From an optimization exercise on the open Yosys and OpenROAD flow, aimed at small area, a short achievable clock period and few clock cycles per item; shortcuts taken in it are not production practice. In this exercise RTL edits were held to simulation tests only and were not proved equivalent to the original.

## instr_exec_seq
module instr_exec_seq
#(
  parameter int DIV_EN = 1
) (
  input  logic         clk,
  input  logic         reset_n,
  input  logic         start,
  input  instr_register_pkg::address_t     start_addr,
  input  logic [5:0]   count,
  output instr_register_pkg::address_t     read_pointer,
  input  instr_register_pkg::instruction_t instruction_word,
  output logic         busy,
  output logic         done,
  output logic         res_valid,
  input  logic         res_ready,
  output instr_register_pkg::address_t     res_addr,
  output instr_register_pkg::opcode_t      res_opcode,
  output instr_register_pkg::result_t      res_value,
  output logic         res_err
);
clock: 240.0 ns
lec_check: 0
abc_area: 1
cap_margin: 20
core_margin: 2
core_utilization: 50
cts_buf_list: sky130_fd_sc_hd__clkbuf_4 sky130_fd_sc_hd__clkbuf_8
place_density: 0.65
slew_margin: 20
standard.sh (not shown) runs the stock make flow with config.mk's settings and CLKGATE_MAP_FILE= SYNTH_SCRIPT=/design/flow/synth_recipe.tcl, a recipe that flattens the netlist after the stock synthesis.
==> flow/flow/run.sh <==
#!/bin/bash
set -euo pipefail
bash standard.sh "BUFFER_PORTS_ARGS=-buffer_cell sky130_fd_sc_hd__buf_1" finish > flow_make.log 2>&1
Testbench counts at the start, summed over its fixed seeds: cycles 20,591, items 6,353.
Next try:
--- a/flow/config.mk
+++ b/flow/config.mk
@@ -6,5 +6,4 @@
 export NUM_CORES = 8
 export LEC_CHECK = 0
-export ABC_AREA = 1
 export CAP_MARGIN = 20
 export CORE_MARGIN = 2
@@ -12,3 +11,3 @@
 export CTS_BUF_LIST = sky130_fd_sc_hd__clkbuf_4 sky130_fd_sc_hd__clkbuf_8
 export PLACE_DENSITY = 0.65
-export SLEW_MARGIN = 20
+export SLEW_MARGIN = 60
Outcome: Synthesized cell count fell by 13%; via count fell by 7.6%; worst hold slack gets better by 0.011 ns; cell area rose by 2.6%; routed wire length fell by 6.9%; register-to-register slack gets better by 0.56 ns; synthesized area rose by 1.3%.
Next try:
--- a/flow/config.mk
+++ b/flow/config.mk
@@ -11,3 +11,3 @@
 export CTS_BUF_LIST = sky130_fd_sc_hd__clkbuf_4 sky130_fd_sc_hd__clkbuf_8
 export PLACE_DENSITY = 0.65
-export SLEW_MARGIN = 60
+export SLEW_MARGIN = 20
After rerunning: Critical path depth is unchanged. Fmax shrinks by about 0.33%.


Another version of the RTL of instr_exec_seq (not shown whole).
Size: ~180 flip-flops, roughly 230 I/O pins.
export LEC_CHECK = 0
export CAP_MARGIN = 20
export CORE_MARGIN = 2
export CORE_UTILIZATION = 70
export PLACE_DENSITY = 0.8
export SLEW_MARGIN = 20
create_clock -name core_clock -period 240.0 [get_ports {clk}]
Scripts as last shown in full above: flow/flow/run.sh
The starting point went through all stages and came out clean.
Testbench counts at the start, summed over its fixed seeds: cycles 17,563, items 6,353.
Change:
--- a/flow/config.mk
+++ b/flow/config.mk
@@ -9,4 +9,4 @@
 export CORE_MARGIN = 2
-export CORE_UTILIZATION = 70
-export PLACE_DENSITY = 0.8
+export CORE_UTILIZATION = 50
+export PLACE_DENSITY = 0.65
 export SLEW_MARGIN = 20
Result:
- The new run finished clean
- worst setup slack is better by 0.039 ns
- first-iteration DRC count decreases by a quarter to a third
- cell count increases by a few percent
- cell area increases slightly
- synthesized area does not change
- routed wire length increases slightly
- global-route usage decreases by 15 points
- core utilization decreases by 22 points
- hold slack is worse by 0.033 ns
Change:
--- a/flow/config.mk
+++ b/flow/config.mk
@@ -9,4 +9,4 @@
 export CORE_MARGIN = 2
-export CORE_UTILIZATION = 50
-export PLACE_DENSITY = 0.65
+export CORE_UTILIZATION = 35
+export PLACE_DENSITY = 0.5
 export SLEW_MARGIN = 20
Core utilization came out lower by 15 points.
Synthesized area is unchanged.
Wire length came out higher by 11%.
Register-to-register slack gets worse by 0.18 ns.
Die area came out higher by 42%.
Design area came out higher by 1.8%.
Critical path depth came out higher by 4.
Cell count came out higher by 8.5%.


Another version of the RTL of instr_exec_seq (not shown whole).
For scale: roughly 2,000 cells after synthesis, about 230 I/O pins.
clock: 240.0 ns
lec_check: 0
cap_margin: 20
core_margin: 2
core_utilization: 50
cts_buf_list: sky130_fd_sc_hd__clkbuf_8 sky130_fd_sc_hd__clkbuf_16
place_density: 0.65
slew_margin: 20
Scripts as last shown in full above: flow/flow/run.sh
Testbench counts at the start, summed over its fixed seeds: cycles 19,239, items 6,353.
Rerun with:
--- a/flow/config.mk
+++ b/flow/config.mk
@@ -9,5 +9,5 @@
 export CORE_MARGIN = 2
 export CORE_UTILIZATION = 50
-export CTS_BUF_LIST = sky130_fd_sc_hd__clkbuf_8 sky130_fd_sc_hd__clkbuf_16
+export CTS_BUF_LIST = sky130_fd_sc_hd__clkbuf_4 sky130_fd_sc_hd__clkbuf_8
 export PLACE_DENSITY = 0.65
 export SLEW_MARGIN = 20
Maximum frequency hardly moves.
Synthesized area stays the same.
Global-route usage stays flat.
Final cell count barely changes.
Count of clock-buffer cells in the layout is higher by 1.


Setup of main:
Another version of the RTL of instr_exec_seq (not shown whole).
For scale: roughly 1900 cells after synthesis, roughly 170 flip-flops, about 16000 sq um of cells after synthesis.
==> flow/config.mk <==
export PLATFORM = sky130hd
export DESIGN_NAME = instr_exec_seq
export DESIGN_NICKNAME = instr_exec_seq
export VERILOG_FILES = /design/flow/design.v
export SDC_FILE = /design/flow/constraint.sdc
export NUM_CORES = 8
export LEC_CHECK = 0
export CAP_MARGIN = 20
export CORE_MARGIN = 2
export CORE_UTILIZATION = 50
export CTS_BUF_LIST = sky130_fd_sc_hd__clkbuf_4 sky130_fd_sc_hd__clkbuf_8
export PLACE_DENSITY = 0.65
export SLEW_MARGIN = 20
==> flow/constraint.sdc <==
create_clock -name core_clock -period 240.0 [get_ports {clk}]
set_input_delay 48.0000 -clock core_clock [delete_from_list [all_inputs] [get_ports {clk}]]
set_output_delay 48.0000 -clock core_clock [all_outputs]
set_load 0.01 [all_outputs]
Scripts as last shown in full above: flow/flow/run.sh
Testbench counts of main, summed over its fixed seeds: cycles 20,591, items 6,353.
Input-level comparison between the feature branch and main:
Settings: changing CTS_BUF_LIST from sky130_fd_sc_hd__clkbuf_4 sky130_fd_sc_hd__clkbuf_8 to sky130_fd_sc_hd__clkbuf_8.
==> comparison <==
On insertion delay to the later sink of the worst-skew pair, main and the feature branch are basically level.
The all-layer global routing usage of main and that of the feature branch are within noise of each other.

-- port drivers added, routing unchanged --
In the flow no input, the clock included, has a driving cell. The finished layouts below were timed again as built, in two steps. Step 1: set_driving_cell puts a clkbuf_16 on clk and a buf_2 on each other input, an assumption about the parent block. Step 2 also shifts input and output timing later by t, the mid clock arrival at the registers, as if the neighbouring blocks saw the same clock. a / b / c = no drivers / after step 1 / after step 2; a / b = the first two.
| run | t (ns) | setup slack, ns | slew at the worst register clock pin (ns) |
|---|---|---|---|
| the first run of note 1 | 0.563 | 190.280 / 190.307 / 189.744 | 0.12 / 0.12 |
| the second run of note 1 | 0.549 | 190.164 / 190.196 / 189.646 | 0.10 / 0.10 |
| the third run of note 1 | 0.559 | 189.998 / 190.033 / 189.473 | 0.11 / 0.11 |
| the first run of note 2 | 0.502 | 190.378 / 190.330 / 189.898 | 0.10 / 0.10 |
| the second run of note 2 | 0.520 | 190.417 / 190.360 / 190.049 | 0.08 / 0.08 |
| the third run of note 2 | 0.552 | 190.379 / 190.318 / 189.856 | 0.09 / 0.09 |
| the first run of note 3 | 0.506 | 190.395 / 190.431 / 189.924 | 0.08 / 0.08 |
| the second run of note 3 | 0.558 | 190.443 / 190.409 / 189.920 | 0.12 / 0.12 |
| main | 0.593 | 189.698 / 189.723 / 189.131 | 0.12 / 0.12 |
| the feature branch | 0.585 | 189.677 / 189.703 / 189.118 | 0.11 / 0.11 |
After both steps every run listed still meets setup and hold. For main, which loses most, drivers alone change the setup slack by +0.025 ns; drivers and shift together by -0.567 ns.
